What follows belongs to an exercise in optimizing a design on an open flow for a short achievable clock period and few clock cycles; a production flow would make more cautious choices.
In this exercise RTL edits were held to simulation tests only and were not proved equivalent to the original.
Power is estimated from default activity; no workload was simulated.

File: flow/run.sh
#!/bin/bash
# synth_recipe.tcl (not shown) runs the flow's synth.tcl, then flattens the netlist and writes it again
# the make line also repeats each setting of config.mk as NAME=value (left out here)
make -C /OpenROAD-flow-scripts/flow DESIGN_CONFIG=/design/flow/config.mk WORK_HOME=/design/flow/orfs CLKGATE_MAP_FILE= SYNTH_SCRIPT=/design/flow/synth_recipe.tcl finish
File: flow/config.mk
export PLATFORM = sky130hd
export DESIGN_NAME = mips_pipe_top
export DESIGN_NICKNAME = mips_pipe_top
export VERILOG_FILES = /design/flow/design.v
export SDC_FILE = /design/flow/constraint.sdc
export NUM_CORES = 4
export LEC_CHECK = 0
export CAP_MARGIN = 20
export CORE_MARGIN = 2
export CORE_UTILIZATION = 40
export SLEW_MARGIN = 20
File: flow/constraint.sdc
create_clock -name core_clock -period 6.5 [get_ports {clk}]
set_input_delay 1.3000 -clock core_clock [delete_from_list [all_inputs] [get_ports {clk}]]
set_output_delay 1.3000 -clock core_clock [all_outputs]
set_load 0.01 [all_outputs]
File: flow/design.v
package mips_pkg;
    localparam int NUM_REGS          = 32;
    localparam int MEM_WORDS         = 32;
    localparam int INSTR_QUEUE_DEPTH = 4;   
    typedef logic [31:0]                   word_t;       
    typedef logic [31:0]                   instr_t;
    typedef logic [$clog2(NUM_REGS)-1:0]   reg_addr_t;
    typedef logic [$clog2(MEM_WORDS)-1:0]  mem_addr_t;   
    typedef logic [15:0]                   imm_t;
    typedef enum logic [5:0]
    {
        OP_RTYPE = 6'b000000,
        OP_ADDI  = 6'b001000,
        OP_LW    = 6'b100011,
        OP_SW    = 6'b101011
    } opcode_e;
    typedef enum logic [5:0]
    {
        FN_ADD = 6'b100000,
        FN_SUB = 6'b100010,
        FN_AND = 6'b100100,
        FN_OR  = 6'b100101,
        FN_SLT = 6'b101010
    } funct_e;
    typedef enum logic [2:0]
    {
        ALU_AND = 3'b000,
        ALU_OR  = 3'b001,
        ALU_ADD = 3'b010,
        ALU_NOP = 3'b100,   
        ALU_SUB = 3'b110,
        ALU_SLT = 3'b111    
    } alu_op_e;
endpackage
`timescale 1ns/1ns
module mips_decode
(
    input  logic                clk,
    input  logic                reset,
    input  logic                instr_valid,
    input  mips_pkg::instr_t    instr,
    input  mips_pkg::word_t     rs_data,
    input  mips_pkg::word_t     rt_data,
    input  mips_pkg::reg_addr_t mem_dest,
    input  logic                mem_reg_write,
    output logic                instr_credit,
    output mips_pkg::reg_addr_t rs_addr,
    output mips_pkg::reg_addr_t rt_addr,
    output logic                ex_valid,
    output logic                ex_use_imm,
    output logic                ex_reg_write,
    output logic                ex_mem_read,
    output logic                ex_mem_write,
    output mips_pkg::alu_op_e   ex_alu_op,
    output mips_pkg::reg_addr_t ex_dest,
    output mips_pkg::word_t     ex_rs_data,
    output mips_pkg::word_t     ex_rt_data,
    output mips_pkg::word_t     ex_imm
);
    typedef logic [$clog2(mips_pkg::INSTR_QUEUE_DEPTH)-1:0] qptr_t;
    typedef logic [$clog2(mips_pkg::INSTR_QUEUE_DEPTH):0]   qcount_t;
    mips_pkg::instr_t    queue_mem [0:mips_pkg::INSTR_QUEUE_DEPTH-1];
    qptr_t     wr_ptr;
    qptr_t     rd_ptr;
    qcount_t   count;
    mips_pkg::instr_t    head;
    mips_pkg::imm_t      imm_field;
    mips_pkg::word_t     imm_ext;
    mips_pkg::alu_op_e   fn_op;
    mips_pkg::alu_op_e   dec_alu_op;
    mips_pkg::reg_addr_t dec_dest;
    logic      dec_use_imm;
    logic      dec_reg_write;
    logic      dec_mem_read;
    logic      dec_mem_write;
    logic      use_rs;
    logic      use_rt;
    logic      ex_hit;
    logic      mem_hit;
    logic      rs_hazard;
    logic      rt_hazard;
    logic      issue;
    always_ff @(posedge clk)
    begin
        if (instr_valid)
            queue_mem[wr_ptr] <= instr;
    end
    always_ff @(posedge clk)
    begin
        if (reset)
        begin
            wr_ptr <= '0;
            rd_ptr <= '0;
            count  <= '0;
        end
        else
        begin
            if (instr_valid)
                wr_ptr <= wr_ptr + qptr_t'(1);
            if (issue)
                rd_ptr <= rd_ptr + qptr_t'(1);
            case ({instr_valid, issue})
                2'b10:   count <= count + qcount_t'(1);
                2'b01:   count <= count - qcount_t'(1);
                default: count <= count;   
            endcase
        end
    end
    assign head         = queue_mem[rd_ptr];
    assign rs_addr      = head[25:21];
    assign rt_addr      = head[20:16];
    assign imm_field    = head[15:0];
    assign imm_ext      = {{16{imm_field[15]}}, imm_field};
    assign instr_credit = issue;   
    always_comb
    begin
        case (head[5:0])
            mips_pkg::FN_ADD:  fn_op = mips_pkg::ALU_ADD;
            mips_pkg::FN_SUB:  fn_op = mips_pkg::ALU_SUB;
            mips_pkg::FN_AND:  fn_op = mips_pkg::ALU_AND;
            mips_pkg::FN_OR:   fn_op = mips_pkg::ALU_OR;
            mips_pkg::FN_SLT:  fn_op = mips_pkg::ALU_SLT;
            default: fn_op = mips_pkg::ALU_NOP;
        endcase
    end
    always_comb
    begin
        dec_alu_op    = mips_pkg::ALU_NOP;   
        dec_use_imm   = 1'b0;
        dec_reg_write = 1'b0;
        dec_mem_read  = 1'b0;
        dec_mem_write = 1'b0;
        dec_dest      = rt_addr;
        use_rs        = 1'b0;
        use_rt        = 1'b0;
        case (head[31:26])
            mips_pkg::OP_RTYPE:
            begin
                if (fn_op != mips_pkg::ALU_NOP)
                begin
                    dec_alu_op    = fn_op;
                    dec_reg_write = 1'b1;
                    dec_dest      = head[15:11];   
                    use_rs        = 1'b1;
                    use_rt        = 1'b1;
                end
            end
            mips_pkg::OP_ADDI, mips_pkg::OP_LW:
            begin
                dec_alu_op    = mips_pkg::ALU_ADD;
                dec_use_imm   = 1'b1;
                dec_reg_write = 1'b1;
                dec_mem_read  = (head[31:26] == mips_pkg::OP_LW);
                use_rs        = 1'b1;
            end
            mips_pkg::OP_SW:
            begin
                dec_alu_op    = mips_pkg::ALU_ADD;
                dec_use_imm   = 1'b1;
                dec_mem_write = 1'b1;
                use_rs        = 1'b1;
                use_rt        = 1'b1;   
            end
            default:
            begin
                dec_alu_op = mips_pkg::ALU_NOP;
            end
        endcase
    end
    assign ex_hit    = ex_valid && ex_reg_write && (ex_dest != '0);
    assign mem_hit   = mem_reg_write && (mem_dest != '0);
    assign rs_hazard = use_rs && ((ex_hit && ex_dest == rs_addr) ||
                                  (mem_hit && mem_dest == rs_addr));
    assign rt_hazard = use_rt && ((ex_hit && ex_dest == rt_addr) ||
                                  (mem_hit && mem_dest == rt_addr));
    assign issue     = (count != '0) && !rs_hazard && !rt_hazard;
    always_ff @(posedge clk)
    begin
        if (reset)
        begin
            ex_valid     <= 1'b0;
            ex_reg_write <= 1'b0;
            ex_mem_read  <= 1'b0;
            ex_mem_write <= 1'b0;
        end
        else
        begin
            ex_valid     <= issue;   
            ex_reg_write <= issue && dec_reg_write;
            ex_mem_read  <= issue && dec_mem_read;
            ex_mem_write <= issue && dec_mem_write;
        end
    end
    always_ff @(posedge clk)
    begin
        if (issue)
        begin
            ex_alu_op  <= dec_alu_op;
            ex_use_imm <= dec_use_imm;
            ex_dest    <= dec_dest;
            ex_rs_data <= rs_data;
            ex_rt_data <= rt_data;
            ex_imm     <= imm_ext;
        end
    end
endmodule
`timescale 1ns/1ns
module mips_reg_file
(
    input  logic                clk,
    input  logic                reset,
    input  mips_pkg::reg_addr_t rs_addr,
    input  mips_pkg::reg_addr_t rt_addr,
    input  logic                wb_valid,
    input  mips_pkg::reg_addr_t wb_reg,
    input  mips_pkg::word_t     wb_data,
    output mips_pkg::word_t     rs_data,
    output mips_pkg::word_t     rt_data
);
    mips_pkg::word_t regs [0:mips_pkg::NUM_REGS-1];
    function automatic mips_pkg::word_t read_port(input mips_pkg::reg_addr_t addr,
                                        input mips_pkg::word_t     stored,
                                        input logic      wvalid,
                                        input mips_pkg::reg_addr_t waddr,
                                        input mips_pkg::word_t     wdata);
        if (addr == '0)
            read_port = '0;   
        else if (wvalid && waddr == addr)
            read_port = wdata;
        else
            read_port = stored;
    endfunction
    always_ff @(posedge clk)
    begin
        if (reset)
        begin
            for (int i = 0; i < mips_pkg::NUM_REGS; i++)
                regs[i] <= 32'(i);   
        end
        else if (wb_valid && wb_reg != '0)
            regs[wb_reg] <= wb_data;
    end
    assign rs_data = read_port(rs_addr, regs[rs_addr], wb_valid, wb_reg, wb_data);
    assign rt_data = read_port(rt_addr, regs[rt_addr], wb_valid, wb_reg, wb_data);
endmodule
`timescale 1ns/1ns
module mips_execute
(
    input  logic                clk,
    input  logic                reset,
    input  logic                ex_valid,
    input  mips_pkg::alu_op_e   ex_alu_op,
    input  logic                ex_use_imm,
    input  logic                ex_reg_write,
    input  logic                ex_mem_read,
    input  logic                ex_mem_write,
    input  mips_pkg::reg_addr_t ex_dest,
    input  mips_pkg::word_t     ex_rs_data,
    input  mips_pkg::word_t     ex_rt_data,
    input  mips_pkg::word_t     ex_imm,
    output logic                mem_valid,
    output logic                mem_reg_write,
    output logic                mem_read,
    output logic                mem_write,
    output mips_pkg::reg_addr_t mem_dest,
    output mips_pkg::word_t     mem_alu_result,
    output mips_pkg::word_t     mem_store_data
);
    mips_pkg::word_t operand_b;
    mips_pkg::word_t alu_result;
    assign operand_b = ex_use_imm ? ex_imm : ex_rt_data;   
    always_comb
    begin
        case (ex_alu_op)
            mips_pkg::ALU_AND: alu_result = ex_rs_data & operand_b;
            mips_pkg::ALU_OR:  alu_result = ex_rs_data | operand_b;
            mips_pkg::ALU_ADD: alu_result = ex_rs_data + operand_b;
            mips_pkg::ALU_SUB: alu_result = ex_rs_data - operand_b;
            mips_pkg::ALU_SLT: alu_result = {31'b0, ex_rs_data < operand_b};   
            default: alu_result = '0;
        endcase
    end
    always_ff @(posedge clk)
    begin
        if (reset)
        begin
            mem_valid     <= 1'b0;
            mem_reg_write <= 1'b0;
            mem_read      <= 1'b0;
            mem_write     <= 1'b0;
        end
        else
        begin
            mem_valid     <= ex_valid;
            mem_reg_write <= ex_valid && ex_reg_write;   
            mem_read      <= ex_valid && ex_mem_read;
            mem_write     <= ex_valid && ex_mem_write;
        end
    end
    always_ff @(posedge clk)
    begin
        mem_dest       <= ex_dest;
        mem_alu_result <= alu_result;
        mem_store_data <= ex_rt_data;
    end
endmodule
`timescale 1ns/1ns
module mips_result
(
    input  logic                clk,
    input  logic                reset,
    input  logic                mem_valid,
    input  logic                mem_reg_write,
    input  logic                mem_read,
    input  logic                mem_write,
    input  mips_pkg::reg_addr_t mem_dest,
    input  mips_pkg::word_t     mem_alu_result,
    input  mips_pkg::word_t     mem_store_data,
    output logic                wb_valid,
    output mips_pkg::reg_addr_t wb_reg,
    output mips_pkg::word_t     wb_data
);
    mips_pkg::word_t     data_mem [0:mips_pkg::MEM_WORDS-1];
    mips_pkg::mem_addr_t mem_index;
    mips_pkg::word_t     load_data;
    mips_pkg::word_t     wb_data_next;
    assign mem_index    = mem_alu_result[$clog2(mips_pkg::MEM_WORDS)-1:0];
    assign load_data    = data_mem[mem_index];
    assign wb_data_next = mem_read ? load_data : mem_alu_result;
    always_ff @(posedge clk)
    begin
        if (reset)
        begin
            for (int i = 0; i < mips_pkg::MEM_WORDS; i++)
                data_mem[i] <= 32'(i);   
        end
        else if (mem_valid && mem_write)
            data_mem[mem_index] <= mem_store_data;
    end
    always_ff @(posedge clk)
    begin
        if (reset)
            wb_valid <= 1'b0;
        else
            wb_valid <= mem_valid && mem_reg_write && (mem_dest != '0);   
    end
    always_ff @(posedge clk)
    begin
        wb_reg  <= mem_dest;
        wb_data <= wb_data_next;
    end
endmodule
`timescale 1ns/1ns
module mips_pipe_top
(
    input  logic                clk,
    input  logic                reset,
    input  logic                instr_valid,
    input  mips_pkg::instr_t    instr,
    output logic                instr_credit,
    output logic                wb_valid,
    output mips_pkg::reg_addr_t wb_reg,
    output mips_pkg::word_t     wb_data
);
    mips_pkg::reg_addr_t rs_addr;
    mips_pkg::reg_addr_t rt_addr;
    mips_pkg::word_t     rs_data;
    mips_pkg::word_t     rt_data;
    logic      ex_valid;
    logic      ex_use_imm;
    logic      ex_reg_write;
    logic      ex_mem_read;
    logic      ex_mem_write;
    mips_pkg::alu_op_e   ex_alu_op;
    mips_pkg::reg_addr_t ex_dest;
    mips_pkg::word_t     ex_rs_data;
    mips_pkg::word_t     ex_rt_data;
    mips_pkg::word_t     ex_imm;
    logic      mem_valid;
    logic      mem_reg_write;
    logic      mem_read;
    logic      mem_write;
    mips_pkg::reg_addr_t mem_dest;
    mips_pkg::word_t     mem_alu_result;
    mips_pkg::word_t     mem_store_data;
    mips_decode   decode_i   (.*);
    mips_reg_file reg_file_i (.*);
    mips_execute  execute_i  (.*);
    mips_result   result_i   (.*);
endmodule
==> notes.md <==
==> cells by family (layout without fill, tap and decap cells) <==
logic type | after synthesis | count (layout)
AOI/OAI and AO/OA | 972 | 972
buffers and inverters | 958 | 951
adders and majority gates | 104 | 104
DFF | 2389 | 2389
and+or+nand+nor | 3006 | 3006
muxes | 899 | 899
other | 1 | 37
xor gates and xnor gates | 56 | 56
==> through the flow <==
stage	setup WS (ps)	cell area, um^2	total power, uW
2_1_floorplan	408	118000	31700
3_3_place_gp	1520	123000	39300
3_5_place_dp	1540	123000	39500
4_1_cts	569	131000	53300
5_1_grt	440	131000	55200
6_report	707	131000	53500
==> routing by layer <==
metal / wire length [um] / up-vias
met5: 46 / -
met4: 22600 / 6
met3: 34800 / 899
met2: 183000 / 4029
met1: 145000 / 38200
li1: - / 31000
==> layout by cell type (no fill, tap or decap), types with 45 or more instances in the layout <==
master	synthesis	layout
nand3_1	53	53
and2_1	1996	1996
buf_4	49	289
ha_1	101	101
a311oi_1	70	67
edfxtp_1	2265	2265
nor2_1	200	142
dfxtp_1	124	100
inv_1	125	124
o22ai_1	61	61
mux2i_1	192	192
nor2_2	0	56
mux4_2	676	670
clkinv_2	0	45
a221oi_1	85	85
clkdlybuf4s50_1	0	72
a31oi_1	113	113
or2_2	70	66
clkinv_1	1	54
a22oi_1	59	59
a211oi_1	170	170
clkbuf_16	0	249
a21oi_1	161	161
clkbuf_1	617	59
or3_1	160	160
a22o_1	53	53
nand2_1	401	401
o21ai_0	87	84
==> path summary, 6_finish.rpt <==
| kind | slack, ps | depth (start not counted) | end |
|---|---|---|---|
| setup reg to reg | 1490 | 9 | decode_i.ex_rs_data[2] |
| hold / removal | 370 | 0 | execute_i.mem_store_data[12] |
| setup / recovery | 710 | 8 | instr_credit |
| hold reg to reg | 370 | 0 | execute_i.mem_store_data[12] |
==> final cells by class <==
type,count,area share (%)
well taps,3919,3.75
multi-input cells,5069,33.6
clock inverters,129,0.875
flip-flops and latches,2389,53.9
diodes,5,0.00957
clock buffers,316,5.02
repair buffers,380,2.48
inverters,126,0.362
==> power by group through the flow <==
stage	logic (uW)	clock network, uW	registers [uW]
floorplan	12800	0	18900
global placement	19300	0	20100
detailed placement	19400	0	20100
CTS	19500	14000	19800
global route	20700	14600	19900
finish	19800	13900	19800
==> critical path: cells and delay by family, from the launching register on <==
family / cells / cell delay, ps
multiplexers: 1 / 1070
flip-flops: 1 / 880
AO/OA/AOI/OAI: 3 / 580
buffers and inverters: 1 / 580
AND/OR/NAND/NOR: 2 / 200
XOR/XNOR: 1 / 230
==> out/results.ini <==
[outcome]
status = complete, no violations

[sta]
drv_slew = 0
rsz0062_at_grt = false
timing.setup.tns_ps = 0
period_needed_ps = 5790
worst_pin_slew_ps = 1250
finalHoldViolCount = 0
fmax_mhz = 173
min_period_over_period_pct = 89.1
fin_skew_ps = 57.1
setup_viol = 0
max_slew_margin_pct = 16.9
whs_ps = 370

[synth]
synth-compound-area-share_pct = 5.81
yosys-top-cells-area = edfxtp_1 (58%), mux4_2 (13%), and2_1 (11%), dfxtp_1 (2.1%), clkbuf_1 (2.0%)
synth.area.mux_share_pct = 14.9
synth_area_um2 = 118000
synth.top_cell.area_share_pct = 57.5
synth-seq-area-share_pct = 59.6
ys_types = 92
syn_avg_cell_area_um2 = 14.1
synthFlopType = edfxtp_1
synth_largest_area_cell = edfxtp_1
async_flop_share_pct = 0
synth_edf_count = 2265
synthSimpleGateAreaFrac_pct = 14.6
synth_top_family_by_area = multiplexers
synth-seq-cells = 2389
synthAdderAreaFrac_pct = 1.12
synth_xor_xnor_area_share_pct = 0.415
synth.top_cells.by_count = edfxtp_1 (2,265), and2_1 (1,996), mux4_2 (676)
ys_warn_count = 4
syn-instance-count = 8385
synth.most_common_cell = edfxtp_1

[clock_tree]
htree_levels = 4
clkSinkCount = 2389
cts_setup_buffers = 0
cts_buffer_depth = 4
cts_root_buffer = clkbuf_16
clock_latency_ps = 940
cts_made_buffers = 245
cts_hold_buf = 0
clk_pin_slew_ps = 60
cts_tree = built
ctsResizeCount = 0

[setup_path]
end_kind = output port
cp_slowest_cell = mux4_4
worstPathRequired_ps = 5200
crit_arrival_ps = 4490
worstSetupStartpointType = flip-flop
crit_fanout = 31
critical_path_class = reg -> out
slowest_delay_ps = 1070
path_cells = mux4_4 -> xnor2_1 -> nand4_1 -> nor3_1 -> o22ai_1 -> o21ai_2 -> a21oi_4 -> clkdlybuf4s50_1

[route]
post_drt_wl_per_cell_um = 31.3
route.antenna.remaining_nets = 0
drt_wl_total_mm = 386
drt_iter0_markers = 9506
drc = 0
dr_total_vias = 74100
drt_pass1_iterations = 7
viasPerCell = 6.01

[die]
die_h_um = 548
start_util_pct = 40.2
dieWidth_um = 548
core_um2 = 294000
io_pins = 74
dieArea_um2 = 300000
placementRows = 199

[power]
switchingPower_uw = 20600
sw_frac_of_total_pct = 38.5
p_leak_uw = 0.0457
p_clk_share_pct = 26.1
power_frac_comb_pct = 36.9
vdd_drop_max_mv = 0.331
intPower_uw = 32900
power_density_nw_per_um2 = 409
p_seq_share_pct = 37.0

[cells_and_area]
syn_to_final_growth_pct = 10.6
regArea_um2 = 70500
multi_input_area_um2 = 43900
nNetsFinal = 8350
layout-drive-gt1-share_pct = 18.2
fin_util_pct = 44.5
finalNonFillerCells = 12300
n_fill_cell = 25900
top_regs = reg_file_i.regs x1024, result_i.data_mem x1024, decode_i.queue_mem x128

[global_routing]
grt_pass1_wl_mm = 546
grt_max_degree = 126
use_met2_pct = 40.9
grt_util_met1_pct = 32.6
use_met3_pct = 4.53
overflow = 0
busiest_layer = met2
grtUsageTotal_pct = 25.3
grt_pass1_vias = 73800
antenna_found_initial = 31

[min_path]
min_from = decode_i.ex_rt_data[12]
hold_path_class = reg -> reg

[placement]
dpl.hpwl_mm = 238
port_buffers = 73
gp_congestion = 0.930
placed_cells_incl_taps = 11900

[job]
drv_cap = 0

Testbench counts, summed over its fixed seeds: cycles 7,856.

-- what the ideal ports hide --
No port has a modelled driver above. Below, the same layout with a new extraction and two added sets of constraints. Step 1: set_driving_cell puts a clkbuf_16 on clk and a buf_2 on each other input, an assumption about the parent block. Step 2 also shifts input and output timing later by t, the mid clock arrival at the registers, as if the neighbouring blocks saw the same clock. Three values: ideal ports, drivers, drivers and shift; two values: the first two.
shift t [ns]: 1.008
slack for setup (ns): 0.707 / 0.610 / 1.493
worst setup path after step 2: register to register
slew at the worst register clock pin (ns): 0.07 / 0.07
After both steps this run still meets setup and hold. For this run, drivers alone change the setup slack by -0.097 ns; drivers and shift together by +0.786 ns.
